From an optimization exercise on the open Yosys and OpenROAD flow, aimed at small area; shortcuts taken in it are not production practice. Function was checked by simulation only, so behaviour that the tests miss may differ from the original. Power is estimated from default activity; no workload was simulated.

`design/flow/config.mk`:
```
export PLATFORM = sky130hd
export DESIGN_NAME = cnn_pool_top
export DESIGN_NICKNAME = cnn_pool_top
export VERILOG_FILES = /design/flow/design.v
export SDC_FILE = /design/flow/constraint.sdc
export NUM_CORES = 4
export LEC_CHECK = 0
export ABC_AREA = 1
export CAP_MARGIN = 20
export CORE_MARGIN = 2
export CORE_UTILIZATION = 40
export SLEW_MARGIN = 20
```
`design/flow/constraint.sdc`:
```
create_clock -name core_clock -period 10.0 [get_ports {clk}]
set_input_delay 2.0000 -clock core_clock [delete_from_list [all_inputs] [get_ports {clk}]]
set_output_delay 2.0000 -clock core_clock [all_outputs]
set_load 0.01 [all_outputs]
```
`design/flow/design.v`:
```
package cnn_geom_pkg;
    localparam int CI     = 3;
    localparam int PIX_BW = 16;
    localparam int IMG_W  = 8;
    localparam int IMG_H  = 8;
    localparam int POOL_W = IMG_W / 2;
    localparam int COL_BW = 3;
    localparam int ROW_BW = 3;
endpackage
package cnn_ctrl_pkg;
    typedef enum logic {
        POOL_MAX = 1'b0,
        POOL_AVG = 1'b1
    } pool_op_e;
    typedef enum logic [1:0] {
        S_IDLE = 2'd0,
        S_RUN  = 2'd1,
        S_HOLD = 2'd2
    } pool_state_e;
endpackage
import cnn_geom_pkg::*;
module relu_stage (
    input  logic [PIX_BW-1:0] i_pixel,
    output logic [PIX_BW-2:0] o_mag,
    output logic              o_neg
);
    assign o_mag = i_pixel[PIX_BW-2:0];
    assign o_neg = i_pixel[PIX_BW-1];
endmodule
import cnn_geom_pkg::*;
module line_buffer (
    input  logic              clk,
    input  logic              i_shift,
    input  logic              i_odd_col,
    input  logic              i_odd_row,
    input  cnn_ctrl_pkg::pool_op_e i_op,
    input  logic [PIX_BW-2:0] i_mag,
    input  logic              i_neg,
    output logic [PIX_BW-2:0] o_result
);
    logic [PIX_BW:0]   tail;
    logic [PIX_BW-1:0] ring [POOL_W-1];
    logic [PIX_BW-1:0] folded;
    logic [PIX_BW:0]   head;
    logic [PIX_BW:0]   acc_in;
    logic [PIX_BW:0]   acc_out;
    logic              avg;
    assign avg = (i_op == cnn_ctrl_pkg::POOL_AVG);
    assign folded = {tail[PIX_BW-1:1], avg ? tail[0] : tail[PIX_BW]};
    assign head   = {~avg & ring[0][0], ring[0][PIX_BW-1:1], avg & ring[0][0]};
    assign acc_in = i_odd_col ? tail
                  : (i_odd_row ? head : '0);
    pool_unit u_pool_unit (
        .i_op   (i_op),
        .i_acc  (acc_in),
        .i_mag  (i_mag),
        .i_neg  (i_neg),
        .o_acc  (acc_out)
    );
    always_ff @(posedge clk) begin
        if (i_shift) begin
            tail <= acc_out;
            if (!i_odd_col) begin
                ring[POOL_W-2] <= folded;
                for (int i = 0; i < POOL_W-2; i++) begin
                    ring[i] <= ring[i+1];
                end
            end
        end
    end
    assign o_result = tail[PIX_BW:2];
endmodule
import cnn_geom_pkg::*;
import cnn_ctrl_pkg::*;
module pool_unit (
    input  cnn_ctrl_pkg::pool_op_e  i_op,
    input  logic [PIX_BW:0]         i_acc,
    input  logic [PIX_BW-2:0]       i_mag,
    input  logic                    i_neg,
    output logic [PIX_BW:0]         o_acc
);
    logic [PIX_BW-2:0] addend;
    logic [PIX_BW:0]   sum;
    logic [PIX_BW+1:0] carry;
    logic [PIX_BW-1:0] borrow;
    logic [PIX_BW-2:0] top;
    logic              keep;
    assign addend = (i_op == POOL_AVG && !i_neg) ? i_mag : '0;
    assign carry[0] = 1'b0;
    for (genvar i = 0; i <= PIX_BW; i++) begin : g_add
        if (i < PIX_BW-1) begin : g_fa
            assign sum[i]     = i_acc[i] ^ addend[i] ^ carry[i];
            assign carry[i+1] = (i_acc[i] & addend[i]) | (carry[i] & (i_acc[i] ^ addend[i]));
        end else begin : g_ha
            assign sum[i]     = i_acc[i] ^ carry[i];
            assign carry[i+1] = i_acc[i] & carry[i];
        end
    end
    assign top       = i_acc[PIX_BW:2];
    assign borrow[0] = 1'b0;
    for (genvar i = 0; i < PIX_BW-1; i++) begin : g_cmp
        assign borrow[i+1] = (~top[i] & i_mag[i]) | (~top[i] & borrow[i]) | (i_mag[i] & borrow[i]);
    end
    assign keep = i_neg | ~borrow[PIX_BW-1];
    assign o_acc = (i_op == POOL_AVG || keep) ? sum : {i_mag, 2'b00};
endmodule
import cnn_geom_pkg::*;
import cnn_ctrl_pkg::*;
module pool_ctrl (
    input  logic                 clk,
    input  logic                 reset_n,
    input  logic                 i_valid,
    output logic                 o_ready,
    input  cnn_ctrl_pkg::pool_op_e i_pool_op,
    output cnn_ctrl_pkg::pool_op_e o_op,
    output logic                 o_shift,
    output logic                 o_odd_col,
    output logic                 o_odd_row,
    output logic                 o_valid,
    output logic                 o_last,
    input  logic                 i_ready
);
    cnn_ctrl_pkg::pool_op_e op_q;
    logic [COL_BW-1:0] col;
    logic [ROW_BW-1:0] row;
    logic              accept;
    logic              frame_start;
    logic              win_done;
    assign o_ready = ~(o_valid & ~i_ready);
    assign accept  = i_valid & o_ready;
    assign frame_start = (row == '0) & (col == '0);
    assign win_done    = accept & row[0] & col[0];
    assign o_last = o_valid & frame_start;
    assign o_op      = cnn_ctrl_pkg::pool_op_e'(frame_start ? i_pool_op : op_q);
    assign o_shift   = accept;
    assign o_odd_col = col[0];
    assign o_odd_row = row[0];
    always_ff @(posedge clk or negedge reset_n) begin
        if (!reset_n) begin
            op_q    <= POOL_MAX;
            col     <= '0;
            row     <= '0;
            o_valid <= 1'b0;
        end else begin
            if (accept) begin
                if (frame_start) op_q <= i_pool_op;
                {row, col} <= {row, col} + 1'b1;
            end
            if (win_done) begin
                o_valid <= 1'b1;
            end else if (i_ready) begin
                o_valid <= 1'b0;
            end
        end
    end
endmodule
import cnn_geom_pkg::*;
import cnn_ctrl_pkg::*;
module cnn_pool_top (
    input  logic                 clk,
    input  logic                 reset_n,
    input  logic                 i_valid,
    output logic                 o_ready,
    input  logic [CI*PIX_BW-1:0] i_pixel,
    input  cnn_ctrl_pkg::pool_op_e             i_pool_op,
    output logic                 o_valid,
    output logic [CI*PIX_BW-1:0] o_pool,
    output logic                 o_last,
    input  logic                 i_ready
);
    logic                     shift;
    logic                     odd_col;
    logic                     odd_row;
    cnn_ctrl_pkg::pool_op_e   op;
    for (genvar c = 0; c < CI; c++) begin : g_ch
        logic [PIX_BW-2:0] result;
        logic [PIX_BW-2:0] mag;
        logic              neg;
        relu_stage u_relu (
            .i_pixel (i_pixel[c*PIX_BW +: PIX_BW]),
            .o_mag   (mag),
            .o_neg   (neg)
        );
        line_buffer u_line_buffer (
            .clk       (clk),
            .i_shift   (shift),
            .i_odd_col (odd_col),
            .i_odd_row (odd_row),
            .i_op      (op),
            .i_mag     (mag),
            .i_neg     (neg),
            .o_result  (result)
        );
        assign o_pool[c*PIX_BW +: PIX_BW] = {1'b0, result};
    end
    pool_ctrl u_pool_ctrl (
        .clk       (clk),
        .reset_n   (reset_n),
        .i_valid   (i_valid),
        .o_ready   (o_ready),
        .i_pool_op (i_pool_op),
        .o_op      (op),
        .o_shift   (shift),
        .o_odd_col (odd_col),
        .o_odd_row (odd_row),
        .o_valid   (o_valid),
        .o_last    (o_last),
        .i_ready   (i_ready)
    );
endmodule
```
`design/flow/flow/run.sh`:
```
#!/bin/bash
# The standard layout (the standard.sh, unchanged ORFS steps) with
# three settings that only reduce cell area:
#  - ABC maps the logic for area alone (flow/abc_area.script: no buffering
#    or upsizing in ABC; OpenROAD repairs slew, load and timing later);
#  - the port buffers are the smallest buffer, buf_1, not clkdlybuf4s50_1;
#  - CTS uses small clock buffers and no dummy loads.
# Each tool's output goes to a log file of its own in this folder.
set -euo pipefail
W=$PWD

rm -rf "$W/scripts_area"
cp -r "$FLOW_HOME/scripts" "$W/scripts_area"
cp "$W/flow/abc_area.script" "$W/scripts_area/abc_area.script"
export SCRIPTS_DIR="$W/scripts_area"
DU_SYNTH="sky130_fd_sc_hd__a22o_2"

export BUFFER_PORTS_ARGS="-buffer_cell sky130_fd_sc_hd__buf_1"
export CTS_ARGS="-sink_clustering_enable -repair_clock_nets -sink_clustering_size 30 -sink_clustering_max_diameter 80 -buf_list {sky130_fd_sc_hd__clkbuf_4 sky130_fd_sc_hd__clkbuf_8 sky130_fd_sc_hd__clkbuf_16} -dont_use_dummy_load"

DONT_USE_CELLS="$DU_SYNTH" bash standard.sh synth > "$W/synth.log" 2>&1
bash standard.sh > "$W/layout.log" 2>&1
```
`design/flow/flow/abc_area.script`:
```
strash
dc2
dch -f
map -a
topo
```
`design/flow/standard.sh`:
```
#!/bin/bash
# synth_recipe.tcl (not shown) runs the flow's synth.tcl, then flattens the netlist and writes it again
# the make line also repeats each setting of config.mk as NAME=value (left out here)
make -C /OpenROAD-flow-scripts/flow DESIGN_CONFIG=/design/flow/config.mk WORK_HOME=/design/flow/orfs CLKGATE_MAP_FILE= SYNTH_SCRIPT=/design/flow/synth_recipe.tcl "${@:-finish}"
```
==> summary.txt, run 1 <==
Run status
The flow ran to the end and the layout has no timing, DRC or antenna violations.

GRT
The total routing resource utilization after global routing is 0.150. The number of global-route vias before repair is approximately 5400. The global-route wire length before repair is around 29000 um. After global routing the overflow that remains totals 0. The maximum number of pins on one net before global-route repair is 77.

The number of antenna violations at the first check in global routing was 2.

Setup path
The largest fanout of any net on the critical path is 7. Counting stages on the worst path, the most repeated cell is sky130_fd_sc_hd__fa_1. The endpoint class of the critical path is a flop. The cell type of the slowest stage on the worst timing path is sky130_fd_sc_hd__fa_1. Data on the critical path is required at its endpoint by approximately 10000 ps. The startpoint identified for the worst register-to-register timing path is u_pool_ctrl.col[0]$_DFFE_PN0P_. The total buffers and inverters traversed by the critical path is 6. The classification of the worst setup path is in -> reg. The critical path launch point type is a primary input.

The flop-to-flop setup slack is ~1600 ps. Tracing the worst setup path back leads to its startpoint at i_pool_op. In this design, the stage delay of the slowest critical-path cell is roughly 420 ps. The cell family contributing the most delay on the critical path is adder cells. The data arrival time at the worst-slack endpoint is ~9300 ps.

Layout
The most common library cell in the layout ignoring fill and taps is sky130_fd_sc_hd__edfxtp_1. Leaving out fill and tap cells, the most frequent cells in the layout are sky130_fd_sc_hd__edfxtp_1, sky130_fd_sc_hd__buf_1, sky130_fd_sc_hd__nor2_1. After the last flow step, the layout net total stands at around 870. The fraction of final layout cells with drive strength greater than 1 is 0.0895. From synthesis to final layout, the design area changed by 9.34%.

STA
The measured slew at the worst slew-check pin is between 1000 and 1500 ps. The final hold violation count is 0. In the finished design, the share of the clock period the worst path needs comes to 0.914. The setup TNS after final layout is 0 ps. The maximum frequency from static timing analysis is 109 MHz.

The final setup skew is 40.8 ps. Setup violations remaining at the end of the flow were counted as 0. The minimum clock period after layout is slightly above 9000 ps. Hold is met by 375 ps. The final-report max-slew violation count is 0.

The worst slew margin relative to its limit is 0.318. Setup repair after global routing left no endpoint under its margin. Once routing completed, OpenROAD measured the worst setup slack at 863 ps.

Synth
The number of different library cells used by synthesis comes to 25. The library cell with the largest summed area after synthesis is sky130_fd_sc_hd__edfxtp_1. After synthesis, the cell types taking the most area are sky130_fd_sc_hd__edfxtp_1, sky130_fd_sc_hd__fa_1, sky130_fd_sc_hd__nor2_1, sky130_fd_sc_hd__buf_4, sky130_fd_sc_hd__a22o_2. The mean cell area of the mapped netlist is around 14 um2. The synthesized design contains slightly above 200 register bits.

The sequential area share after synthesis is 0.648. Synthesis produced 682 cells. The share of synthesized area in the top cell type comes to 0.627.

The synthesized cell area is about 9300 um2. The count of synthesis-stage warnings from yosys is 3.

Pwr
The design internal power is around 2.0 mW. The switching share of power is 0.354. Dividing total power by cell area gives a power density of about 300 nW/um2.

The clock network power share is 0.167. The share of total power dissipated in sequential elements is 0.488. The analysis attributes to net switching a power of between 1 and 1.5 mW. The maximum resistive drop on vdd is approximately 0.16 mV. The share of total power dissipated in combinational logic is 0.345. The reported leakage power is 3.53 nW.

Floorplanning
about 100 I/O pins were placed. The core box area is 22800 um2. The die is about 160 um tall.

Measured along the x axis, the die boundary spans between 150 and 200 um. The effective utilization at floorplan is 0.410. The standard-cell row count is 55.

The area enclosed by the die boundary is between 20000 and 25000 um2.

Job
Max-cap violations in this run came to 0.

Drt
Before antenna repair, the detailed router went through 4 iterations. The final route contains 5423 vias. In this run the remaining antenna-violating nets after routing total 0. The final routed wirelength across all metal layers is between 15000 and 20000 um. The detail-routed net length per standard cell is between 15 and 20 um. The starting DRC count in detailed routing is ~380. In the routed layout, each cell is associated on average with a via count of between 5 and 6.

The DRC violations left is 0.

Clocking
The clock passes through at most 3 buffers. The CTS clock-pin slew for the worst setup and hold paths is 100 ps. In this run the number of H-tree levels came out at 1. In this run the post-CTS setup repair buffer count came out at 0.

The clock tree from TritonCTS is built. The CTS sink count is 203. At the later pin of the worst-skew pair, clock insertion delay measures 470 ps. Gates resized during post-CTS repair numbered 0. Counting the buffers created by CTS gives 14. In this run the clock root is driven by a sky130_fd_sc_hd__clkbuf_16.

The hold-fix buffer count after cts is 0.

Hold path
The path category of the worst min-delay check is reg -> reg. The startpoint identified for the worst hold timing path is g_ch[0].u_line_buffer.ring[1][1]$_DFFE_PP_.

Placement
The placed wire-length estimate after detailed placement is about 12000 um. The final estimated routing congestion in global placement is slightly above 0.8. The count of input and output buffers is 100. Timing analysis after detailed placement gives a worst setup slack of around 430 ps.
flip-flops by register name (all words and copies together), names as in the netlist:
signal and cells:
u_pool_ctrl.row 3, u_pool_ctrl.col 3, u_pool_ctrl.op_q 1, g_ch.u_line_buffer.ring 144, g_ch.u_line_buffer.tail 51, u_pool_ctrl.o_valid 1
final timing paths:
kind / to / depth (start not counted)
min: g_ch[0].u_line_buffer.ring[0][1]$_DFFE_PP_ / 0
min in group asynchronous: u_pool_ctrl.op_q$_DFFE_PN0P_ / 1
max in group asynchronous: u_pool_ctrl.col[0]$_DFFE_PN0P_ / 1
max: g_ch[0].u_line_buffer.tail[16]$_DFFE_PP_ / 28
min reg2reg: g_ch[0].u_line_buffer.ring[0][1]$_DFFE_PP_ / 0
max reg2reg: g_ch[0].u_line_buffer.tail[16]$_DFFE_PP_ / 30
logic make-up (layout without fill, tap and decap cells):
family | count (synthesis) | in the layout | synth area share
DFF | 203 | 203 | 0.648
AOI/OAI and AO/OA | 157 | 157 | 0.116
and+or+nand+nor | 136 | 136 | 0.0569
buffers and inverters | 127 | 203 | 0.0703
adders and majority gates | 50 | 50 | 0.101
xor gates and xnor gates | 8 | 8 | 0.00750
other | 1 | 4 | 0.000401
metal layers:
layer,global-route usage,vias up,share of wire
li1,-,2566,-
met1,0.218,2707,0.47
met2,0.231,121,0.46
met3,0.0269,29,0.045
met4,0.0450,0,0.027
met5,0,-,0
synth_stat cells:
cell type and number:
sky130_fd_sc_hd__o221a_2 1, sky130_fd_sc_hd__nand3_1 5, sky130_fd_sc_hd__a22oi_1 20, sky130_fd_sc_hd__o22ai_1 13, sky130_fd_sc_hd__a32oi_1 3, sky130_fd_sc_hd__xor2_1 8, sky130_fd_sc_hd__dfrtp_1 8, sky130_fd_sc_hd__a211oi_1 1
sky130_fd_sc_hd__or2_2 2, sky130_fd_sc_hd__conb_1 1, sky130_fd_sc_hd__a22o_2 34, sky130_fd_sc_hd__buf_4 48, sky130_fd_sc_hd__nor3_1 4, sky130_fd_sc_hd__edfxtp_1 195, sky130_fd_sc_hd__a21oi_1 51, sky130_fd_sc_hd__nand4_1 1
sky130_fd_sc_hd__a221oi_1 6, sky130_fd_sc_hd__nand2_1 22, sky130_fd_sc_hd__o21ai_0 22, sky130_fd_sc_hd__nor2_1 101, sky130_fd_sc_hd__fa_1 42, sky130_fd_sc_hd__o221ai_1 6, sky130_fd_sc_hd__nor4_1 1, sky130_fd_sc_hd__ha_1 8
sky130_fd_sc_hd__clkinv_1 79
power groups by stage:
stage | sequential [mW] | clock [mW] | combinational, mW
6_report | 1.48 | 0.508 | 1.05
5_1_grt | 1.51 | 0.561 | 1.20
4_1_cts | 1.49 | 0.534 | 1.07
3_5_place_dp | 1.50 | 0 | 1.06
3_3_place_gp | 1.49 | 0 | 1.05
2_1_floorplan | 1.49 | 0 | 0.848
layout make-up:
cell class	count	area [um2]
diodes	1	2.50
repair buffers	110	450
flip-flops and latches	203	6060
fillers	2047	12600
well taps	313	392
clock buffers	14	350
multi-input cells	354	2670
inverters	79	297
worst reg2reg max path: cells and delay by family (launching register included):
family          cells  cell delay [ps]
fa+ha+maj          17             5670
buf+inv             6              790
xor+xnor            1              140
compound gates      3              530
flops               1              410
simple gates        3              610
through the flow:
step                      power (mW)   util  std cells  cell area (um2)
final                           3.04  0.449       1074            10200
after global routing            3.28  0.449       1074            10200
after CTS                       3.09  0.449       1073            10200
after detailed placement        2.56  0.433       1059             9870
after global placement          2.54  0.433       1059             9870
after floorplan                 2.34      -        684             9350
==> run 2: changes to the inputs <==
--- a/design/flow/design.v
+++ b/design/flow/design.v
@@ -50,3 +50,3 @@
     assign head   = {~avg & ring[0][0], ring[0][PIX_BW-1:1], avg & ring[0][0]};
-    assign acc_in = i_odd_col ? tail
+    assign acc_in = (i_odd_col || !i_shift) ? tail
                   : (i_odd_row ? head : '0);
@@ -54,2 +54,3 @@
         .i_op   (i_op),
+        .i_hold (~i_shift),
         .i_acc  (acc_in),
@@ -60,9 +61,7 @@
     always_ff @(posedge clk) begin
-        if (i_shift) begin
-            tail <= acc_out;
-            if (!i_odd_col) begin
-                ring[POOL_W-2] <= folded;
-                for (int i = 0; i < POOL_W-2; i++) begin
-                    ring[i] <= ring[i+1];
-                end
+        tail <= acc_out;
+        if (i_shift && !i_odd_col) begin
+            ring[POOL_W-2] <= folded;
+            for (int i = 0; i < POOL_W-2; i++) begin
+                ring[i] <= ring[i+1];
             end
@@ -76,2 +75,3 @@
     input  cnn_ctrl_pkg::pool_op_e  i_op,
+    input  logic                    i_hold,
     input  logic [PIX_BW:0]         i_acc,
@@ -87,3 +87,3 @@
     logic              keep;
-    assign addend = (i_op == POOL_AVG && !i_neg) ? i_mag : '0;
+    assign addend = (i_op == POOL_AVG && !i_neg && !i_hold) ? i_mag : '0;
     assign carry[0] = 1'b0;
@@ -104,3 +104,3 @@
     assign keep = i_neg | ~borrow[PIX_BW-1];
-    assign o_acc = (i_op == POOL_AVG || keep) ? sum : {i_mag, 2'b00};
+    assign o_acc = (i_op == POOL_AVG || keep || i_hold) ? sum : {i_mag, 2'b00};
 endmodule
@@ -144,6 +144,4 @@
         end else begin
-            if (accept) begin
-                if (frame_start) op_q <= i_pool_op;
-                {row, col} <= {row, col} + 1'b1;
-            end
+            if (accept && frame_start) op_q <= i_pool_op;
+            {row, col} <= {row, col} + (COL_BW+ROW_BW)'(accept);
             if (win_done) begin
--- a/design/flow/flow/run.sh
+++ b/design/flow/flow/run.sh
@@ -14,9 +14,11 @@
 cp "$W/flow/abc_area.script" "$W/scripts_area/abc_area.script"
+# ABC keeps a22o_2 over the smaller a22o_1 of the same function; synthesis
+# leaves it out (OpenROAD may still use it later)
+sed -i '1i set ::env(DONT_USE_CELLS) "$::env(DONT_USE_CELLS) sky130_fd_sc_hd__a22o_2"' "$W/scripts_area/synth_preamble.tcl"
 export SCRIPTS_DIR="$W/scripts_area"
-DU_SYNTH="sky130_fd_sc_hd__a22o_2"
 
 export BUFFER_PORTS_ARGS="-buffer_cell sky130_fd_sc_hd__buf_1"
-export CTS_ARGS="-sink_clustering_enable -repair_clock_nets -sink_clustering_size 30 -sink_clustering_max_diameter 80 -buf_list {sky130_fd_sc_hd__clkbuf_4 sky130_fd_sc_hd__clkbuf_8 sky130_fd_sc_hd__clkbuf_16} -dont_use_dummy_load"
+export CTS_ARGS="-sink_clustering_enable -repair_clock_nets -sink_clustering_size 12 -sink_clustering_max_diameter 40 -buf_list {sky130_fd_sc_hd__clkbuf_4} -dont_use_dummy_load"
 
-DONT_USE_CELLS="$DU_SYNTH" bash standard.sh synth > "$W/synth.log" 2>&1
+bash standard.sh synth > "$W/synth.log" 2>&1
 bash standard.sh > "$W/layout.log" 2>&1
==> run 2 against run 1 <==
Still clean. First-iteration DRC count fell by 8.6%. Flip-flop and latch count did not move. Die area fell by 5.3%. Critical path depth rose by 3. Register-to-register slack improved by 570 ps. Maximum frequency rose by 2.8%. Sequential power fell by 6%. Global-route usage fell by 0.22 points. Utilization fell by 0.70 points. Critical path type unchanged.
==> summary.txt, run 2 <==
Pwr
The clock network power share came to 0.157 (-0.010). The power per unit of standard cell area was 281 nW/um2 (-5.6%). The switching share of power is 0.353 (-0.000962).

The combinational share of power came to 0.328 (-0.017). The reported leakage power is 3.46 nW (-1.9%). The design internal power is 1.75 mW (-11%). The maximum resistive drop on vdd is 0.134 mV (-16%). The sequential group share of total power came to 0.515 (+0.027). The net switching power came to 0.952 mW (-12%).

Drt
The starting DRC count in detailed routing is 351 (-8.6%). The detail-routed net length per standard cell came to 15.6 um (-6.7%). The final routed wirelength across all metal layers is 16800 um (-6.7%). The remaining antenna violation count is 0 (unchanged).

The total number of vias came to 5349 (-1.4%). The detailed-router iteration count before antenna repair is 4 (unchanged). The mean number of vias per cell is 4.98 (-1.4%). The DRC violations left is 0 (unchanged).

Layout
In the layout the commonest cells are sky130_fd_sc_hd__edfxtp_1, sky130_fd_sc_hd__buf_1, sky130_fd_sc_hd__clkinv_1. The filler cell count is 2094 (+2.3%). The post-layout instance count excluding filler cells is 1074 (unchanged). The number of flip-flops in the largest register is 144 (unchanged). The fraction of final layout cells with drive strength greater than 1 is 0.0694 (-0.0201). The post-route standard cell area excluding fillers was 9610 um2 (-6.0%). The largest registers in the layout are g_ch.u_line_buffer.ring x144, g_ch.u_line_buffer.tail x51. More flip-flops sit in one register than any other, and that register is g_ch.u_line_buffer.ring. Compared with the post-synthesis result, the final layout area differs by 8.71%. The net count of the finished layout is 899 (+3.9%). The most common library cell in the layout ignoring fill and taps is sky130_fd_sc_hd__edfxtp_1.

Clocking
The clock insertion delay at the later pin of the skew report came to 630 ps (+160 ps). The number of H-tree levels is 2 (+1). The post-CTS setup repair buffer count is 0 (unchanged).

The total clock buffers created by CTS is 35 (+21). TritonCTS built the clock tree. The CTS clock-pin slew for the worst setup and hold paths is 90 ps (about the same).

The maximum count of clock buffers along a single path was 3 (unchanged). The hold-fix buffer count after cts came to 0 (unchanged). The number of instances resized during post-cts repair is 0 (unchanged). The CTS sink count is 203 (unchanged).

The tree is rooted in a sky130_fd_sc_hd__clkbuf_4.

STA
Setup repair after global routing left no endpoint under its margin. The measured slew at the worst slew-check pin is 1030 ps (+11.5 ps). The share of the clock period used by the worst path after layout is 0.889 (-0.0252). The worst slew margin relative to its limit was 0.308 (-0.00962). The final worst-path setup slack is 1110 ps (+252 ps).

The final hold violation count is 0 (unchanged). The maximum frequency from static timing analysis came to 113 MHz (+2.8%). The worst hold slack across all endpoints is 337 ps (-38.7 ps). The minimum clock period after layout is 8890 ps (-252 ps). The setup TNS after final layout came to 0 ps (unchanged). The final-report max-slew violation count is 0 (unchanged). The final count of negative-setup-slack endpoints is 0 (unchanged). The final setup skew is 88.7 ps (+47.9 ps).

Setup path
The critical path launch point type is a primary input. The slowest stage of the critical path belongs to the cell sky130_fd_sc_hd__fa_1. The flop-to-flop setup slack came to 2120 ps (+570 ps).

The stage delay of the slowest cell on the critical path came to 410 ps (about the same). The largest fanout of any net on the critical path is 24 (+17). The data arrival time at the worst-slack endpoint is 9290 ps (about the same). The most numerous cell type found on the critical path is sky130_fd_sc_hd__fa_1. The endpoint class of the critical path is a flop.

The critical path is of the in -> reg type. The required time of the worst setup path is 10410 ps (+250 ps). The worst reg-to-reg path cell count came to 29 (-3.3%).

The worst register-to-register path ends at g_ch[0].u_line_buffer.tail[15]$_DFF_P_. The launch point of the worst reg-to-reg path is u_pool_ctrl.row[0]$_DFF_PN0_.

Synth
The XOR/XNOR share of the synthesized area is 0.00694 (-0.000560). The cell with the most instances after synthesis is sky130_fd_sc_hd__edfxtp_1. The number of library cell types mapped by synthesis is 29 (+16%).

The register bit total from synthesis is 203 (unchanged). The largest family of logic cells by synthesized area is compound AO/OA/AOI/OAI gates. The proportion of netlist area held by the largest area contributor was 0.489 (-0.137). The fraction of the mapped netlist area in simple logic gates was 0.0619 (+0.00497). By area the synthesized netlist is led by sky130_fd_sc_hd__edfxtp_1, sky130_fd_sc_hd__dfxtp_1, sky130_fd_sc_hd__fa_1, sky130_fd_sc_hd__buf_4, sky130_fd_sc_hd__clkinv_1. In the synthesized netlist the dominant register cell turns out to be sky130_fd_sc_hd__edfxtp_1. The mean cell area of the mapped netlist is 12.8 um2 (-6.9%). The number of instances in the synthesized netlist came to 693 (+1.6%). The fraction of the mapped netlist area in compound gates is 0.118 (+0.00145). The synthesized cell area was 8840 um2 (-5.4%). The count of synthesis-stage warnings from yosys is 3 (unchanged).

The share of flip-flops with an asynchronous set or reset after synthesis is 0.0394 (unchanged). The mux share of post-synthesis cell area is 0 (unchanged). sky130_fd_sc_hd__edfxtp_1 takes more of the synthesized area than any other cell. The sequential area share after synthesis is 0.627 (-0.0205). The number of synthesized flops with an enable pin came to 144 (-26%).

The arithmetic-cell share of the synthesized area counting full adders, half adders and majority gates is 0.108 (+0.00720). The commonest cells after synthesis are sky130_fd_sc_hd__edfxtp_1, sky130_fd_sc_hd__clkinv_1, sky130_fd_sc_hd__nor2_1.

GRT
The total routing resource utilization after global routing is 0.148 (-0.00216). The routing usage on met2 is 0.217 (-0.0140). The number of antenna violations at the first check in global routing was 1 (-1). The total congestion overflow after global routing is 0 (unchanged). The global-route wire length before repair is 27900 um (-3.6%). The routing layer with the top usage in global route is met2.

The met1 routing resource usage after global routing is 0.213 (-0.00521). The maximum number of pins on one net before global-route repair is 73 (-5.2%). The number of global-route vias before repair is 5493 (+2.0%). The met3 capacity usage during global routing is 0.0387 (+0.0118).

Floorplanning
The standard-cell row count is 54 (-1.8%). The effective utilization at floorplan is 0.406 (-0.00407). The area enclosed by the die boundary was 23300 um2 (-5.3%). The core box area is 21800 um2 (-4.5%). The die height is 153 um (-2.7%).

The overall die width is 153 um (-2.7%). The number of I/O pins is 104 (unchanged).

Hold path
The path category of the worst min-delay check is reg -> reg. The hold-critical path depth is 0 (unchanged). The startpoint identified for the worst hold timing path is g_ch[0].u_line_buffer.ring[1][0]$_DFFE_PN_.

The worst hold path endpoint is g_ch[0].u_line_buffer.ring[0][0]$_DFFE_PN_.

Placement
The post-placement cell count is 1037 (-2.1%). The final estimated routing congestion in global placement came to 0.811 (-2.2%). The cell area reported after detailed placement is 9330 um2 (-5.4%). The count of input and output buffers came to 100 (unchanged). The placed wire-length estimate after detailed placement was 11200 um (-6.7%).

The worst-case setup slack after placement is 484 ps (+55.6 ps).

Job
The number of maximum-capacitance violations was 0 (unchanged).

Run status
The flow ran to the end and the layout has no timing, DRC or antenna violations.
==> run 2: layout make-up <==
cell class	instances	area [um2]	area share
diodes	1	2.50	0.000260
multi-input cells	357	2650	0.275
inverters	87	339	0.0353
repair buffers	111	462	0.0481
flip-flops and latches	203	5550	0.577
well taps	280	350	0.0365
clock buffers	35	263	0.0273
==> run 2: how the worst max path moves through the flow <==
| stage | from | end |
|---|---|---|
| floorplan | i_ready | g_ch[0].u_line_buffer.tail[15]$_DFF_P_ |
| finish | i_ready | g_ch[0].u_line_buffer.tail[15]$_DFF_P_ |
| global route | i_ready | g_ch[0].u_line_buffer.tail[15]$_DFF_P_ |
| global placement | i_ready | g_ch[1].u_line_buffer.tail[16]$_DFF_P_ |
| CTS | i_ready | g_ch[0].u_line_buffer.tail[15]$_DFF_P_ |
| detailed placement | i_ready | g_ch[0].u_line_buffer.tail[16]$_DFF_P_ |
==> run 2: cells by family (layout without fill, tap and decap cells) <==
group                    after synthesis  in the layout
flip-flops                           203            203
buffers and inverters                135            233
AO/OA/AOI/OAI                        155            155
AND/OR/NAND/NOR                      141            141
adder cells (fa/ha/maj)               51             51
XOR/XNOR                               7              7
other                                  1              4
==> run 2: power groups by stage <==
stage	Combinational (mW)	Clock, mW	Sequential, mW
2_1_floorplan	0.750	0	1.36
3_3_place_gp	0.885	0	1.40
3_5_place_dp	0.893	0	1.40
4_1_cts	0.901	0.455	1.39
5_1_grt	1.01	0.489	1.42
6_report	0.886	0.424	1.39
==> run 2: critical path: cells and delay by family <==
| family | cells | cell delay (ps) |
|---|---|---|
| AO/OA/AOI/OAI | 2 | 210 |
| buffers and inverters | 7 | 570 |
| AND/OR/NAND/NOR | 5 | 740 |
| adder cells (fa/ha/maj) | 17 | 5750 |
==> run 2: metrics by stage <==
stage / total power [mW] / utilization
global placement: 2.29 / 0.429
CTS: 2.75 / 0.441
global route: 2.92 / 0.442
finish: 2.70 / 0.442
detailed placement: 2.30 / 0.429
floorplan: 2.11 / -
==> run 2: metal layers <==
metal,wire [um],share of wire
met2,7240,0.43
met1,8030,0.48
met5,0,0
met3,1090,0.065
met4,425,0.025
==> run 3: changes to the inputs <==
--- a/design/flow/flow/run.sh
+++ b/design/flow/flow/run.sh
@@ -20,3 +20,3 @@
 export BUFFER_PORTS_ARGS="-buffer_cell sky130_fd_sc_hd__buf_1"
-export CTS_ARGS="-sink_clustering_enable -repair_clock_nets -sink_clustering_size 12 -sink_clustering_max_diameter 40 -buf_list {sky130_fd_sc_hd__clkbuf_4} -dont_use_dummy_load"
+export CTS_ARGS="-sink_clustering_enable -repair_clock_nets -sink_clustering_size 35 -sink_clustering_max_diameter 100 -buf_list {sky130_fd_sc_hd__clkbuf_16} -dont_use_dummy_load"
 
==> run 3 against run 2 <==
Critical endpoint is now g_ch[0].u_line_buffer.tail[16]$_DFF_P_. Maximum frequency shrank 1.4%. Worst hold slack gained 64 ps. Setup slack lost 120 ps. Highest routed layer unchanged. Critical path depth is the same.
==> summary.txt, run 3 <==
Run status
The run finished with no timing, DRC or antenna violations.

Clocking
The number of H-tree levels came to 1 (-1). The library cell used as clock root buffer is sky130_fd_sc_hd__clkbuf_16. The clock insertion delay at the later pin of the skew report is 460 ps (-170 ps). The post-CTS setup repair buffer count is 0 (unchanged). The number of instances resized during post-cts repair is 0 (unchanged). The maximum count of clock buffers along a single path is 3 (unchanged).

The total clock buffers created by CTS came to 10 (-71%). The CTS clock-pin slew for the worst setup and hold paths came to 100 ps (about the same). TritonCTS built the clock tree. The hold-fix buffer count after cts is 0 (unchanged). The CTS sink count was 203 (unchanged).

STA
The worst hold slack across all endpoints was 401 ps (+64.3 ps). The final hold violation count is 0 (unchanged). The final count of negative-setup-slack endpoints is 0 (unchanged).

The final-report max-slew violation count is 0 (unchanged). The share of the clock period used by the worst path after layout came to 0.901 (+0.0122). The measured slew at the worst slew-check pin is 1010 ps (-27.8 ps). The worst slew margin relative to its limit is 0.327 (+0.0186). The setup TNS after final layout is 0 ps (unchanged). The maximum frequency from static timing analysis is 111 MHz (-1.4%). Setup repair after global routing left no endpoint under its margin. The final setup skew is 25.9 ps (-62.8 ps). The minimum clock period after layout came to 9010 ps (+122 ps).

Synth
The register bit total from synthesis was 203 (unchanged). The number of library cell types mapped by synthesis is 29 (unchanged). The library cell with the largest summed area after synthesis is sky130_fd_sc_hd__edfxtp_1. The share of flip-flops with an asynchronous set or reset after synthesis is 0.0394 (unchanged). The count of synthesis-stage warnings from yosys is 3 (unchanged). The primary flip-flop cell chosen by synthesis mapping is sky130_fd_sc_hd__edfxtp_1. By count the netlist is led by sky130_fd_sc_hd__edfxtp_1, sky130_fd_sc_hd__clkinv_1, sky130_fd_sc_hd__nor2_1. The most common cell in the synthesized netlist is sky130_fd_sc_hd__edfxtp_1. The synthesized cell area is 8840 um2 (unchanged). The mean cell area of the mapped netlist is 12.8 um2 (unchanged). The sequential area share after synthesis is 0.627 (unchanged). In the post-synthesis netlist, the biggest area contributors are sky130_fd_sc_hd__edfxtp_1, sky130_fd_sc_hd__dfxtp_1, sky130_fd_sc_hd__fa_1, sky130_fd_sc_hd__buf_4, sky130_fd_sc_hd__clkinv_1. The number of instances in the synthesized netlist is 693 (unchanged). The number of synthesized flops with an enable pin is 144 (unchanged). The proportion of netlist area held by the largest area contributor is 0.489 (unchanged).

Floorplanning
The number of I/O pins was 104 (unchanged). The core box area is 21800 um2 (unchanged). The overall die width is 153 um (unchanged). The die height is 153 um (unchanged). The effective utilization at floorplan is 0.406 (unchanged). The area enclosed by the die boundary is 23300 um2 (unchanged).

The standard-cell row count is 54 (unchanged).

Setup path
The cell type of the slowest stage on the worst timing path is sky130_fd_sc_hd__fa_1. The start point of the critical path is i_ready. The data arrival time at the worst-slack endpoint is 9330 ps (+40 ps). The total buffers and inverters traversed by the critical path is 7 (unchanged). The classification of the worst setup path is in -> reg. Among cell families on the critical path, the largest total delay comes from adder cells. The launch point of the worst reg-to-reg path is u_pool_ctrl.row[0]$_DFF_PN0_. The required time of the worst setup path is 10320 ps (-90 ps). The cell seen most often among critical-path stages is sky130_fd_sc_hd__fa_1. The worst setup path is captured at a flop. The largest fanout of any net on the critical path is 24 (unchanged).

The stage delay of the slowest cell on the critical path is 410 ps (about the same). STA classifies the critical path startpoint as a primary input.

Drt
The total number of vias came to 5220 (-2.4%). The final routed wirelength across all metal layers was 16400 um (-2.2%). The remaining antenna violation count is 0 (unchanged). The detailed-router iteration count before antenna repair is 4 (unchanged). The mean number of vias per cell is 4.98 (about the same). The DRC violations left is 0 (unchanged). The starting DRC count in detailed routing was 311 (-11%). The detail-routed net length per standard cell was 15.7 um (+0.22%).

GRT
The total congestion overflow after global routing is 0 (unchanged). The maximum number of pins on one net before global-route repair is 73 (unchanged). The global-route wire length before repair is 27100 um (-2.8%). The total routing resource utilization after global routing was 0.142 (-0.00644). The number of antenna violations at the first check in global routing is 0 (-1). The number of global-route vias before repair came to 5249 (-4.4%).

Placement
The final estimated routing congestion in global placement is 0.811 (unchanged). The count of input and output buffers was 100 (unchanged). The cell area reported after detailed placement came to 9330 um2 (unchanged).

The placed wire-length estimate after detailed placement is 11200 um (unchanged).

Layout
The post-route standard cell area excluding fillers is 9590 um2 (-0.16%). The largest registers in the layout are g_ch.u_line_buffer.ring x144, g_ch.u_line_buffer.tail x51. The net count of the finished layout was 874 (-2.8%).

The register with the highest flop count is g_ch.u_line_buffer.ring. The final cell utilization of the core is 0.441 (-0.000690). The number of diodes added for antenna fixing is 0 (-1).

The library cell used most frequently in the layout, excluding fill and tap cells, is sky130_fd_sc_hd__edfxtp_1. The number of flip-flops in the largest register is 144 (unchanged). In the layout the commonest cells are sky130_fd_sc_hd__edfxtp_1, sky130_fd_sc_hd__buf_1, sky130_fd_sc_hd__clkinv_1. The fraction of final layout cells with drive strength greater than 1 came to 0.0391 (-0.0303). The area growth from synthesis to layout is 8.54%.

Hold path
The path category of the worst min-delay check is reg -> reg. The start point of the worst hold path is g_ch[0].u_line_buffer.ring[2][15]$_DFFE_PN_.

Job
The number of maximum-capacitance violations was 0 (unchanged).

Pwr
The power per unit of standard cell area is 281 nW/um2 (about the same). The maximum resistive drop on vdd is 0.145 mV (+8.4%). The reported leakage power came to 3.42 nW (-1.1%).
run 3: cell counts after synthesis:
Identical to the previous run, type by type.
run 3: layout make-up:
class                           instances  area (um2)
Inverter                               87         339
Tap cell                              280         350
Sequential cell                       203        5550
Clock buffer                           10         250
Multi-Input combinational cell        357        2650
Timing Repair Buffer                  111         462
Fill cell                            2074       12200
run 3: stage by stage:
stage,power (mW),std cells,worst slack [ps]
floorplan,2.11,695,20.2
global placement,2.29,1037,615
detailed placement,2.30,1037,484
CTS,2.73,1047,987
global route,2.90,1048,620
finish,2.69,1048,993
run 3: cells by family after synthesis:
group	synth area share
compound gates	0.118
xor+xnor	0.00694
fa+ha+maj	0.108
buf+inv	0.0777
flops	0.627
other cells	0.000424
simple gates	0.0619
run 3: metal layers:
layer | global-route usage | part of all wire | vias to the layer above
li1 | - | - | 2530
met1 | 0.214 | 0.49 | 2525
met2 | 0.217 | 0.44 | 151
met3 | 0.0236 | 0.060 | 14
met4 | 0.0287 | 0.012 | 0
met5 | 0 | 0 | -
run 3: worst paths after layout:
check,endpoint,slack [ps],depth (start not counted)
setup / recovery,g_ch[0].u_line_buffer.tail[16]$_DFF_P_,990,31
hold / removal,g_ch[0].u_line_buffer.ring[1][15]$_DFFE_PN_,400,0
setup reg to reg,g_ch[0].u_line_buffer.tail[16]$_DFF_P_,2090,29
hold reg to reg,g_ch[0].u_line_buffer.ring[1][15]$_DFFE_PN_,400,0
max in group asynchronous,u_pool_ctrl.row[2]$_DFF_PN0_,8230,1
min in group asynchronous,u_pool_ctrl.col[2]$_DFF_PN0_,1440,1
run 3: report_power, final:
group	internal, mW	switching, mW
clock network	0.181	0.236
logic	0.330	0.557
registers	1.25	0.135
total	1.76	0.927
==> run 4: changes to the inputs <==
--- a/design/flow/flow/run.sh
+++ b/design/flow/flow/run.sh
@@ -20,3 +20,3 @@
 export BUFFER_PORTS_ARGS="-buffer_cell sky130_fd_sc_hd__buf_1"
-export CTS_ARGS="-sink_clustering_enable -repair_clock_nets -sink_clustering_size 35 -sink_clustering_max_diameter 100 -buf_list {sky130_fd_sc_hd__clkbuf_16} -dont_use_dummy_load"
+export CTS_ARGS="-sink_clustering_enable -repair_clock_nets -sink_clustering_size 20 -sink_clustering_max_diameter 60 -buf_list {sky130_fd_sc_hd__clkbuf_2 sky130_fd_sc_hd__clkbuf_4 sky130_fd_sc_hd__clkbuf_8} -dont_use_dummy_load"
 
--- a/design/flow/config.mk
+++ b/design/flow/config.mk
@@ -10,3 +10,3 @@
 export CORE_MARGIN = 2
-export CORE_UTILIZATION = 40
+export CORE_UTILIZATION = 65
 export SLEW_MARGIN = 20
==> run 4 against run 3 <==
Still clean on timing, DRC and antenna. Design area down 2.0%. Final cell count is 9.8% lower. First-iteration DRC count increased by 60%. Global-route usage is 8.9 points higher. Utilization grew 27 points. Critical endpoint is now g_ch[2].u_line_buffer.tail[16]$_DFF_P_. Highest routed layer unchanged.
==> summary.txt, run 4 <==
Pwr
The maximum resistive drop on vdd came to 0.175 mV (+21%). The power per unit of standard cell area is 283 nW/um2 (+0.70%). The reported leakage power is 3.39 nW (-0.94%).

STA
The share of the clock period used by the worst path after layout is 0.916 (+0.0150). The final worst-path setup slack is 843 ps (-150 ps). The final count of negative-setup-slack endpoints was 0 (unchanged). The worst slew margin relative to its limit is 0.328 (+0.00129). The final-report max-slew violation count is 0 (unchanged). The final setup skew came to 30.0 ps (+4.09 ps). The setup TNS after final layout was 0 ps (unchanged). The final hold violation count came to 0 (unchanged). The maximum frequency from static timing analysis is 109 MHz (-1.6%). The measured slew at the worst slew-check pin was 1000 ps (-1.92 ps). The minimum clock period after layout came to 9160 ps (+150 ps). Setup repair after global routing left no endpoint under its margin.

Setup path
The data arrival time at the worst-slack endpoint was 9480 ps (+150 ps). The flop-to-flop setup slack is 1830 ps (-260 ps). The endpoint class of the critical path is a flop.

The worst setup path is of the in -> reg kind. The largest individual stage delay along the critical path comes from the cell sky130_fd_sc_hd__fa_1. The largest fanout of any net on the critical path came to 36 (+50%). The worst setup path is launched from a primary input. The stage delay of the slowest cell on the critical path came to 400 ps (about the same). The cell seen most often among critical-path stages is sky130_fd_sc_hd__fa_1. The required time of the worst setup path was 10330 ps (about the same).

Synth
The library cell with the largest summed area after synthesis is sky130_fd_sc_hd__edfxtp_1. The share of flip-flops with an asynchronous set or reset after synthesis is 0.0394 (unchanged). The primary flip-flop cell chosen by synthesis mapping is sky130_fd_sc_hd__edfxtp_1. The sequential area share after synthesis was 0.627 (unchanged). By count the netlist is led by sky130_fd_sc_hd__edfxtp_1, sky130_fd_sc_hd__clkinv_1, sky130_fd_sc_hd__nor2_1. The number of synthesized flops with an enable pin is 144 (unchanged). The cell with the most instances after synthesis is sky130_fd_sc_hd__edfxtp_1. Sorting the synthesized cells by area gives the leading types as sky130_fd_sc_hd__edfxtp_1, sky130_fd_sc_hd__dfxtp_1, sky130_fd_sc_hd__fa_1, sky130_fd_sc_hd__buf_4, sky130_fd_sc_hd__clkinv_1. The number of instances in the synthesized netlist is 693 (unchanged). The register bit total from synthesis is 203 (unchanged).

The synthesized cell area was 8840 um2 (unchanged). The proportion of netlist area held by the largest area contributor came to 0.489 (unchanged). The number of library cell types mapped by synthesis is 29 (unchanged).

The mean cell area of the mapped netlist came to 12.8 um2 (unchanged). The count of synthesis-stage warnings from yosys is 3 (unchanged).

Drt
The total length of routed met3 wires was 996 um (+1.6%). The detailed-router iteration count before antenna repair is 5 (+1). The final routed wirelength across all metal layers is 16200 um (-1.5%). The routed wire length on met2 was 7710 um (+6.7%). The highest routed metal layer is met4. The DRC violations left is 0 (unchanged). The detail-routed net length per standard cell was 17.1 um (+9.3%). The met1 layer wirelength in the final routing was 7150 um (-11%). The remaining antenna violation count is 0 (unchanged). The starting DRC count in detailed routing came to 499 (+60%).

The total number of vias came to 5436 (+4.1%). The mean number of vias per cell was 5.75 (+15%).

Layout
The largest registers in the layout are g_ch.u_line_buffer.ring x144, g_ch.u_line_buffer.tail x51. Leaving out fill and tap cells, the most frequent cells in the layout are sky130_fd_sc_hd__edfxtp_1, sky130_fd_sc_hd__buf_1, sky130_fd_sc_hd__clkinv_1. The net count of the finished layout is 875 (+0.11%).

The number of flip-flops in the largest register is 144 (unchanged). The library cell used most frequently in the layout, excluding fill and tap cells, is sky130_fd_sc_hd__edfxtp_1. The register with the highest flop count is g_ch.u_line_buffer.ring. The fraction of final layout cells with drive strength greater than 1 came to 0.0403 (+0.00125). The post-route standard cell area excluding fillers is 9400 um2 (-2.0%). The final cell utilization of the core is 0.710 (+0.269).

The post-layout instance count excluding filler cells is 945 (-9.8%). Relative to the synthesized area, the layout overhead comes to 6.37%. The number of diodes added for antenna fixing was 0 (unchanged).

Clocking
The number of instances resized during post-cts repair is 0 (unchanged). The clock tree from TritonCTS is built. The post-CTS setup repair buffer count is 0 (unchanged).

The total clock buffers created by CTS is 15 (+5). The clock insertion delay at the later pin of the skew report came to 500 ps (+40 ps). The CTS clock-pin slew for the worst setup and hold paths is 110 ps (about the same). Clock tree synthesis selected as its root buffer the cell sky130_fd_sc_hd__clkbuf_8. The hold-fix buffer count after cts is 0 (unchanged).

The maximum count of clock buffers along a single path was 3 (unchanged). The CTS sink count is 203 (unchanged). The number of H-tree levels came to 1 (unchanged).

GRT
The number of global-route vias before repair was 5375 (+2.4%). The global-route wire length before repair is 26400 um (-2.5%). The number of antenna violations at the first check in global routing is 0 (unchanged). The total routing resource utilization after global routing came to 0.230 (+0.0886). The total congestion overflow after global routing came to 0 (unchanged). The maximum number of pins on one net before global-route repair is 150 (+110%).

Floorplanning
The effective utilization at floorplan is 0.667 (+0.261). The core box area is 13200 um2 (-39%). The area enclosed by the die boundary is 14500 um2 (-38%). The die height is 121 um (-21%).

The number of I/O pins came to 104 (unchanged). The overall die width is 121 um (-21%). The standard-cell row count is 42 (-22%).

Placement
The final estimated routing congestion in global placement is 0.899 (+11%). The post-placement cell count is 929 (-10%). The count of input and output buffers is 100 (unchanged). The placed wire-length estimate after detailed placement came to 10800 um (-3.0%). The worst-case setup slack after placement is 318 ps (-166 ps). The cell area reported after detailed placement came to 9180 um2 (-1.6%).

Job
The number of maximum-capacitance violations is 0 (unchanged).

Hold path
The path category of the worst min-delay check is reg -> reg.

Run status
The run finished with no timing, DRC or antenna violations.
-- run 4: area by class of cell --
type	instances	area (um2)
clock buffers	15	206
fillers	968	3840
inverters	87	339
multi-input cells	357	2650
flip-flops and latches	203	5550
well taps	176	220
repair buffers	107	444
-- run 4: logic make-up after synthesis --
| logic type | share of synthesized area |
|---|---|
| compound gates | 0.118 |
| xor+xnor | 0.00694 |
| fa+ha+maj | 0.108 |
| buf+inv | 0.0777 |
| flops | 0.627 |
| other cells | 0.000424 |
| simple gates | 0.0619 |
-- run 4: stage by stage --
stage / power, mW / hold slack, ps
floorplan: 2.11 / 400
global placement: 2.25 / 401
detailed placement: 2.29 / 405
CTS: 2.67 / 410
global route: 2.84 / 411
finish: 2.66 / 407
-- run 4: critical path: cells and delay by family --
family,cells,cell delay [ps]
XOR/XNOR,1,120
adder cells (fa/ha/maj),17,5640
buffers and inverters,7,620
AND/OR/NAND/NOR,5,870
AO/OA/AOI/OAI,2,220
-- run 4: power by group --
group,total [mW],switching [mW],internal (mW)
Combinational,0.888,0.559,0.329
Clock,0.371,0.235,0.136
Sequential,1.40,0.143,1.25
-- run 4: final timing paths --
check	start	endpoint	depth (start not counted)
setup / recovery	i_ready	g_ch[2].u_line_buffer.tail[16]$_DFF_P_	32
hold / removal	g_ch[1].u_line_buffer.ring[2][2]$_DFFE_PN_	g_ch[1].u_line_buffer.ring[1][2]$_DFFE_PN_	0
setup reg to reg	u_pool_ctrl.col[0]$_DFF_PN0_	g_ch[0].u_line_buffer.tail[15]$_DFF_P_	29
hold reg to reg	g_ch[1].u_line_buffer.ring[2][2]$_DFFE_PN_	g_ch[1].u_line_buffer.ring[1][2]$_DFFE_PN_	0
max in group asynchronous	reset_n	u_pool_ctrl.row[0]$_DFF_PN0_	1
min in group asynchronous	reset_n	u_pool_ctrl.op_q$_DFFE_PN0P_	1
-- run 4: routing by layer --
layer | GRT usage | vias to the layer above
met3 | 0.0344 | 27
met2 | 0.374 | 199
li1 | - | 2534
met4 | 0.0560 | 0
met1 | 0.333 | 2676
met5 | 0 | -
==> run 5: changes to the inputs <==
--- a/design/flow/config.mk
+++ b/design/flow/config.mk
@@ -10,3 +10,3 @@
 export CORE_MARGIN = 2
-export CORE_UTILIZATION = 65
+export CORE_UTILIZATION = 40
 export SLEW_MARGIN = 20
==> run 5 against run 4 <==
Non-clock buffer count up 4. Utilization shrank 27 points. Synthesized cell count stayed put. Power is 1.2% higher. Area after synthesis is the same. Design area increased by 2.0%. Critical endpoint is now g_ch[0].u_line_buffer.tail[16]$_DFF_P_. Still clean. Clock skew increased by 22 ps. Largest power group unchanged.
==> summary.txt, run 5 <==
Drt
The starting DRC count in detailed routing is 276 (-45%). The detailed-router iteration count before antenna repair is 4 (-1). The DRC violations left is 0 (unchanged).

The remaining antenna violation count is 0 (unchanged). The detail-routed net length per standard cell is 15.8 um (-7.8%). The final routed wirelength across all metal layers is 16700 um (+3.0%). The mean number of vias per cell was 4.99 (-13%). The total number of vias is 5270 (-3.1%).

STA
The maximum frequency from static timing analysis came to 111 MHz (+2.1%). The final count of negative-setup-slack endpoints is 0 (unchanged). Setup repair after global routing left no endpoint under its margin.

The measured slew at the worst slew-check pin is 1030 ps (+21.5 ps). The setup TNS after final layout is 0 ps (unchanged). The share of the clock period used by the worst path after layout came to 0.897 (-0.0185). The final setup skew was 52.1 ps (+22.1 ps). The worst slew margin relative to its limit is 0.314 (-0.0144). The final-report max-slew violation count is 0 (unchanged).

The minimum clock period after layout is 8970 ps (-185 ps). The final hold violation count came to 0 (unchanged).

Setup path
The cell seen most often among critical-path stages is sky130_fd_sc_hd__fa_1. The worst setup path is of the in -> reg kind. The endpoint class of the critical path is a flop. The stage delay of the slowest cell on the critical path is 410 ps (about the same). The required time of the worst setup path came to 10360 ps (+30 ps). The reg-to-reg critical path endpoint is g_ch[0].u_line_buffer.tail[16]$_DFF_P_. The capturing element of the worst setup path is g_ch[0].u_line_buffer.tail[16]$_DFF_P_. The data arrival time at the worst-slack endpoint is 9330 ps (-150 ps).

The flop-to-flop setup slack is 2070 ps (+240 ps). The worst reg-to-reg path cell count is 29 (unchanged). The startpoint identified for the worst register-to-register timing path is u_pool_ctrl.row[0]$_DFF_PN0_. The most critical setup path has its startpoint at i_ready. The cell type of the slowest stage on the worst timing path is sky130_fd_sc_hd__fa_1. STA classifies the critical path startpoint as a primary input. The largest fanout of any net on the critical path was 24 (-33%).

Floorplanning
The standard-cell row count came to 54 (+29%). The effective utilization at floorplan came to 0.406 (-0.261). The die height came to 153 um (+27%). The core box area is 21800 um2 (+64%). The area enclosed by the die boundary was 23300 um2 (+60%). The overall die width is 153 um (+27%). The number of I/O pins is 104 (unchanged).

Clocking
The hold-fix buffer count after cts is 0 (unchanged). The number of H-tree levels is 1 (unchanged). The cell sitting at the root of the clock tree is a sky130_fd_sc_hd__clkbuf_8. The clock insertion delay at the later pin of the skew report came to 530 ps (+30 ps). The post-CTS setup repair buffer count is 0 (unchanged).

TritonCTS built the clock tree. The maximum count of clock buffers along a single path is 3 (unchanged). The CTS sink count is 203 (unchanged). The CTS clock-pin slew for the worst setup and hold paths is 100 ps (about the same). The number of instances resized during post-cts repair came to 0 (unchanged).

The total clock buffers created by CTS is 18 (+3).

Layout
The largest registers in the layout are g_ch.u_line_buffer.ring x144, g_ch.u_line_buffer.tail x51. The net count of the finished layout came to 882 (+0.80%). The top cell types in the final layout, fill and taps aside, are sky130_fd_sc_hd__edfxtp_1, sky130_fd_sc_hd__buf_1, sky130_fd_sc_hd__clkinv_1.

The number of diodes added for antenna fixing is 0 (unchanged). The fraction of final layout cells with drive strength greater than 1 came to 0.0490 (+0.00866). The library cell used most frequently in the layout, excluding fill and tap cells, is sky130_fd_sc_hd__edfxtp_1. The register with the highest flop count is g_ch.u_line_buffer.ring. The post-layout instance count excluding filler cells is 1056 (+12%). Compared with the post-synthesis result, the final layout area differs by 8.51%. The number of flip-flops in the largest register is 144 (unchanged).

Synth
The proportion of netlist area held by the largest area contributor is 0.489 (unchanged). The sequential area share after synthesis came to 0.627 (unchanged). The count of synthesis-stage warnings from yosys is 3 (unchanged). The synthesized cell area is 8840 um2 (unchanged). The share of flip-flops with an asynchronous set or reset after synthesis came to 0.0394 (unchanged). The register bit total from synthesis is 203 (unchanged).

The number of instances in the synthesized netlist is 693 (unchanged). Summed over all instances, the cell type with the most area after synthesis is sky130_fd_sc_hd__edfxtp_1. The number of synthesized flops with an enable pin is 144 (unchanged). Sorting the synthesized cells by area gives the leading types as sky130_fd_sc_hd__edfxtp_1, sky130_fd_sc_hd__dfxtp_1, sky130_fd_sc_hd__fa_1, sky130_fd_sc_hd__buf_4, sky130_fd_sc_hd__clkinv_1. The primary flip-flop cell chosen by synthesis mapping is sky130_fd_sc_hd__edfxtp_1. The number of library cell types mapped by synthesis was 29 (unchanged). The commonest cells after synthesis are sky130_fd_sc_hd__edfxtp_1, sky130_fd_sc_hd__clkinv_1, sky130_fd_sc_hd__nor2_1.

The cell with the most instances after synthesis is sky130_fd_sc_hd__edfxtp_1. The mean cell area of the mapped netlist was 12.8 um2 (unchanged).

GRT
The total congestion overflow after global routing came to 0 (unchanged). The total routing resource utilization after global routing is 0.144 (-0.0866). The number of global-route vias before repair came to 5293 (-1.5%).

The global-route wire length before repair was 27400 um (+3.8%). The number of antenna violations at the first check in global routing was 0 (unchanged). The maximum number of pins on one net before global-route repair is 73 (-51%).

Job
The number of maximum-capacitance violations is 0 (unchanged).

Placement
The count of input and output buffers came to 100 (unchanged). The placed wire-length estimate after detailed placement is 11200 um (+3.1%). The final estimated routing congestion in global placement was 0.811 (-9.8%).

The post-placement cell count is 1037 (+12%).

Run status
The run finished with no timing, DRC or antenna violations.

Pwr
The design internal power is 1.75 mW (+1.5%). The clock network power share is 0.153 (+0.013). The switching share of power is 0.350 (-0.00232). The net switching power came to 0.941 mW (+0.49%). The sequential group share of total power was 0.517 (-0.009). The total power after layout came to 2.69 mW (+1.2%).

The power per unit of standard cell area is 280 nW/um2 (-0.83%). The combinational share of power was 0.330 (-0.004). The reported leakage power is 3.43 nW (+1.1%).

The maximum resistive drop on vdd was 0.130 mV (-26%).

Hold path
The path category of the worst min-delay check is reg -> reg.
-- run 5: cells by family (layout without fill, tap and decap cells) --
kind of cell / after synthesis / after routing / share of synthesized area
AOI/OAI and AO/OA: 155 / 155 / 0.118
xor gates and xnor gates: 7 / 7 / 0.00694
adders and majority gates: 51 / 51 / 0.108
buffers and inverters: 135 / 216 / 0.0777
DFF: 203 / 203 / 0.627
other: 1 / 3 / 0.000424
and+or+nand+nor: 141 / 141 / 0.0619
-- run 5: power groups by stage --
stage	logic, mW	registers (mW)	clock network, mW
after floorplan	0.750	1.36	0
after global placement	0.885	1.40	0
after detailed placement	0.893	1.40	0
after CTS	0.901	1.39	0.436
after global routing	1.01	1.42	0.467
final	0.888	1.39	0.410
-- run 5: worst max-delay path, delay by kind of cell --
kind / cells / cell delay (ps)
and+or+nand+nor: 4 / 640
adders and majority gates: 17 / 5690
buffers and inverters: 7 / 570
xor gates and xnor gates: 1 / 140
AOI/OAI and AO/OA: 2 / 270
-- run 5: how the worst min path moves through the flow --
stage	cells after the start	to	slack, ps	start
after detailed placement	0	g_ch[2].u_line_buffer.ring[1][11]$_DFFE_PN_	400	g_ch[2].u_line_buffer.ring[2][11]$_DFFE_PN_
after floorplan	0	g_ch[0].u_line_buffer.ring[0][0]$_DFFE_PN_	400	g_ch[0].u_line_buffer.ring[1][0]$_DFFE_PN_
final	0	g_ch[1].u_line_buffer.ring[1][15]$_DFFE_PN_	390	g_ch[1].u_line_buffer.ring[2][15]$_DFFE_PN_
after global routing	0	g_ch[2].u_line_buffer.ring[1][1]$_DFFE_PN_	400	g_ch[2].u_line_buffer.ring[2][1]$_DFFE_PN_
after global placement	0	g_ch[1].u_line_buffer.ring[0][10]$_DFFE_PN_	400	g_ch[1].u_line_buffer.ring[1][10]$_DFFE_PN_
after CTS	0	g_ch[1].u_line_buffer.ring[1][15]$_DFFE_PN_	390	g_ch[1].u_line_buffer.ring[2][15]$_DFFE_PN_
-- run 5: per-layer routing --
| layer | GRT usage | up-vias | wire [um] | part of all wire |
|---|---|---|---|---|
| li1 | - | 2544 | - | - |
| met1 | 0.213 | 2560 | 8120 | 0.49 |
| met2 | 0.217 | 138 | 7220 | 0.43 |
| met3 | 0.0287 | 28 | 984 | 0.059 |
| met4 | 0.0370 | 0 | 342 | 0.021 |
| met5 | 0 | - | 0 | 0 |
-- run 5: final cells by class --
type	instances	area [um2]
multi-input cells	357	2650
fillers	2082	12200
repair buffers	111	462
clock buffers	18	248
inverters	87	339
flip-flops and latches	203	5550
well taps	280	350
-- run 5: per-stage QoR --
step           setup WS [ps]  utilization  hold WS (ps)  area [um2]
4_1_cts                 1040        0.440           393        9580
6_report                1030        0.441           393        9590
3_5_place_dp             484        0.429           405        9330
5_1_grt                  675        0.441           398        9590
2_1_floorplan           20.2            -           400        8870
3_3_place_gp             615        0.429           400        9330
==> run 6: changes to the inputs <==
--- a/design/flow/design.v
+++ b/design/flow/design.v
@@ -81,26 +81,28 @@
 );
-    logic [PIX_BW-2:0] addend;
-    logic [PIX_BW:0]   sum;
-    logic [PIX_BW+1:0] carry;
+    logic [PIX_BW:0]   nacc;
+    logic [PIX_BW-2:0] naddend;
+    logic [PIX_BW:0]   nsum;
+    logic [PIX_BW+1:0] ncarry;
     logic [PIX_BW-1:0] borrow;
-    logic [PIX_BW-2:0] top;
     logic              keep;
-    assign addend = (i_op == POOL_AVG && !i_neg && !i_hold) ? i_mag : '0;
-    assign carry[0] = 1'b0;
+    assign nacc    = ~i_acc;
+    assign naddend = (i_op == POOL_AVG && !i_neg && !i_hold) ? ~i_mag : '1;
+    assign ncarry[0] = 1'b1;
     for (genvar i = 0; i <= PIX_BW; i++) begin : g_add
         if (i < PIX_BW-1) begin : g_fa
-            assign sum[i]     = i_acc[i] ^ addend[i] ^ carry[i];
-            assign carry[i+1] = (i_acc[i] & addend[i]) | (carry[i] & (i_acc[i] ^ addend[i]));
+            assign nsum[i]     = nacc[i] ^ naddend[i] ^ ncarry[i];
+            assign ncarry[i+1] = (nacc[i] & naddend[i]) | (nacc[i] & ncarry[i])
+                               | (naddend[i] & ncarry[i]);
         end else begin : g_ha
-            assign sum[i]     = i_acc[i] ^ carry[i];
-            assign carry[i+1] = i_acc[i] & carry[i];
+            assign nsum[i]     = ~(nacc[i] ^ ncarry[i]);
+            assign ncarry[i+1] = nacc[i] | ncarry[i];
         end
     end
-    assign top       = i_acc[PIX_BW:2];
     assign borrow[0] = 1'b0;
     for (genvar i = 0; i < PIX_BW-1; i++) begin : g_cmp
-        assign borrow[i+1] = (~top[i] & i_mag[i]) | (~top[i] & borrow[i]) | (i_mag[i] & borrow[i]);
+        assign borrow[i+1] = (nacc[i+2] & i_mag[i]) | (nacc[i+2] & borrow[i])
+                           | (i_mag[i] & borrow[i]);
     end
     assign keep = i_neg | ~borrow[PIX_BW-1];
-    assign o_acc = (i_op == POOL_AVG || keep || i_hold) ? sum : {i_mag, 2'b00};
+    assign o_acc = (i_op == POOL_AVG || keep || i_hold) ? ~nsum : {i_mag, 2'b00};
 endmodule
--- a/design/flow/flow/run.sh
+++ b/design/flow/flow/run.sh
@@ -2,5 +2,8 @@
 # The standard layout (the standard.sh, unchanged ORFS steps) with
-# three settings that only reduce cell area:
-#  - ABC maps the logic for area alone (flow/abc_area.script: no buffering
-#    or upsizing in ABC; OpenROAD repairs slew, load and timing later);
+# settings that only reduce cell area:
+#  - Yosys's synth skips its quick ABC pass (-noabc), so the adders reach
+#    extract_fa as written and map to full adders without inverters between
+#    them; the final ABC run maps the logic for area alone
+#    (flow/abc_area.script: no buffering or upsizing in ABC; OpenROAD
+#    repairs slew, load and timing later);
 #  - the port buffers are the smallest buffer, buf_1, not clkdlybuf4s50_1;
@@ -19,2 +22,3 @@
 
+export SYNTH_ARGS="-noabc"
 export BUFFER_PORTS_ARGS="-buffer_cell sky130_fd_sc_hd__buf_1"
--- a/design/flow/config.mk
+++ b/design/flow/config.mk
@@ -10,3 +10,3 @@
 export CORE_MARGIN = 2
-export CORE_UTILIZATION = 40
+export CORE_UTILIZATION = 80
 export SLEW_MARGIN = 20
==> run 6 against run 5 <==
Still clean. Via count is 6.1% higher. Clock power down 11%. Clock-buffer cell count is 4 lower. First-iteration DRC count increased by 110%. Critical endpoint is now g_ch[2].u_line_buffer.tail[16]$_DFF_P_.
==> summary.txt, run 6 <==
Layout
The largest registers in the layout are g_ch.u_line_buffer.ring x144, g_ch.u_line_buffer.tail x51. The post-route standard cell area excluding fillers is 9320 um2 (-2.8%). The number of flip-flops in the largest register is 144 (unchanged). The net count of the finished layout is 856 (-2.9%). Ranked by flip-flop count, first place goes to g_ch.u_line_buffer.ring.

Clocking
The cell sitting at the root of the clock tree is a sky130_fd_sc_hd__clkbuf_8. The number of instances resized during post-cts repair is 0 (unchanged). The post-CTS setup repair buffer count was 0 (unchanged). The CTS clock-pin slew for the worst setup and hold paths is 120 ps (+20 ps).

The maximum count of clock buffers along a single path is 3 (unchanged).

STA
The maximum frequency from static timing analysis was 105 MHz (-6.0%). The final setup skew is 21.5 ps (-30.6 ps). The setup TNS after final layout was 0 ps (unchanged).

Synth
The number of synthesized flops with an enable pin came to 144 (unchanged). The mean cell area of the mapped netlist is 13.2 um2 (+3.1%). The primary flip-flop cell chosen by synthesis mapping is sky130_fd_sc_hd__edfxtp_1.

The number of library cell types mapped by synthesis is 27 (-6.9%). The commonest cells after synthesis are sky130_fd_sc_hd__edfxtp_1, sky130_fd_sc_hd__nor2_1, sky130_fd_sc_hd__clkinv_1.

Placement
The final estimated routing congestion in global placement came to 0.931 (+15%). The count of input and output buffers was 100 (unchanged).

Drt
The detailed-router iteration count before antenna repair is 7 (+3). The detail-routed net length per standard cell was 19.2 um (+22%). The total number of vias came to 5589 (+6.1%).

GRT
The maximum number of pins on one net before global-route repair came to 79 (+8.2%). The number of global-route vias before repair was 5468 (+3.3%). The total routing resource utilization after global routing is 0.291 (+0.148).

Pwr
The maximum resistive drop on vdd came to 0.219 mV (+68%).

Hold path
The path category of the worst min-delay check is reg -> reg.

Floorplanning
The core box area came to 10800 um2 (-50%). The effective utilization at floorplan is 0.813 (+0.407).

Setup path
The classification of the worst setup path is in -> reg. The largest fanout of any net on the critical path was 7 (-71%). The worst setup path is launched from a primary input.

Run status
The flow ran to the end and the layout has no timing, DRC or antenna violations.
==> run 6: final cells by class <==
| class | count | area, um2 | share of cell area |
|---|---|---|---|
| tap | 140 | 175 | 0.0188 |
| multi-input combinational | 350 | 2660 | 0.285 |
| clock buffer | 14 | 193 | 0.0207 |
| inverter | 68 | 268 | 0.0287 |
| timing repair buffer | 114 | 484 | 0.0519 |
| sequential | 203 | 5550 | 0.595 |
==> run 6: cell families after synthesis <==
| logic type | count (synthesis) | synth area share |
|---|---|---|
| flip-flops | 203 | 0.632 |
| AO/OA/AOI/OAI | 157 | 0.123 |
| AND/OR/NAND/NOR | 131 | 0.0573 |
| buffers and inverters | 116 | 0.0702 |
| adder cells (fa/ha/maj) | 52 | 0.110 |
| XOR/XNOR | 7 | 0.00699 |
| other | 1 | 0.000427 |
==> run 6: worst paths after layout <==
check | start | endpoint | slack, ps | cells after the start
max | i_ready | g_ch[2].u_line_buffer.tail[16]$_DFF_P_ | 460 | 28
min | g_ch[2].u_line_buffer.ring[2][14]$_DFFE_PP_ | g_ch[2].u_line_buffer.ring[1][14]$_DFFE_PP_ | 430 | 0
max reg2reg | u_pool_ctrl.row[0]$_DFF_PN0_ | g_ch[2].u_line_buffer.tail[16]$_DFF_P_ | 1240 | 27
min reg2reg | g_ch[2].u_line_buffer.ring[2][14]$_DFFE_PP_ | g_ch[2].u_line_buffer.ring[1][14]$_DFFE_PP_ | 430 | 0
max in group asynchronous | reset_n | u_pool_ctrl.col[0]$_DFF_PN0_ | 8310 | 1
min in group asynchronous | reset_n | u_pool_ctrl.col[1]$_DFF_PN0_ | 1410 | 1
==> run 6: worst max-delay path, stage by stage <==
cell and delay, ps:
sky130_fd_sc_hd__buf_1 70, sky130_fd_sc_hd__or2_2 330, sky130_fd_sc_hd__nand2_2 80, sky130_fd_sc_hd__clkinv_1 90, sky130_fd_sc_hd__ha_2 230, sky130_fd_sc_hd__clkinv_8 70, sky130_fd_sc_hd__nor2_4 50, sky130_fd_sc_hd__nand2_1 80
sky130_fd_sc_hd__o21ai_0 90, sky130_fd_sc_hd__ha_1 200, sky130_fd_sc_hd__fa_1 430, sky130_fd_sc_hd__fa_1 430, sky130_fd_sc_hd__fa_1 440, sky130_fd_sc_hd__fa_1 440, sky130_fd_sc_hd__fa_1 430, sky130_fd_sc_hd__fa_1 420
sky130_fd_sc_hd__fa_1 430, sky130_fd_sc_hd__fa_1 420, sky130_fd_sc_hd__fa_1 440, sky130_fd_sc_hd__fa_1 430, sky130_fd_sc_hd__fa_1 430, sky130_fd_sc_hd__fa_1 420, sky130_fd_sc_hd__fa_1 420, sky130_fd_sc_hd__fa_1 410
sky130_fd_sc_hd__ha_1 220, sky130_fd_sc_hd__xor2_1 170, sky130_fd_sc_hd__nand2_1 80, sky130_fd_sc_hd__o21ai_0 100
==> run 6: per-stage QoR <==
step / worst slack, ps / utilization / cells / total power, mW
after floorplan: 18.4 / - / 669 / 2.09
after global placement: 118 / 0.845 / 874 / 2.22
after detailed placement: -73.9 / 0.845 / 874 / 2.29
after CTS: 419 / 0.863 / 888 / 2.66
after global routing: 125 / 0.864 / 889 / 2.80
final: 460 / 0.864 / 889 / 2.67
==> run 6: report_power, final <==
part	internal, mW	switching, mW	leakage [nW]
Combinational	0.336	0.571	1.46
Sequential	1.25	0.146	1.89
Clock	0.127	0.235	0.101
Total	1.72	0.952	3.45
==> run 6: per-layer routing <==
layer | wire length, um | up-vias | track usage
li1 | - | 2489 | -
met1 | 6830 | 2727 | 0.394
met2 | 8400 | 314 | 0.487
met3 | 1310 | 59 | 0.0514
met4 | 577 | 0 | 0.102
met5 | 0 | - | 0
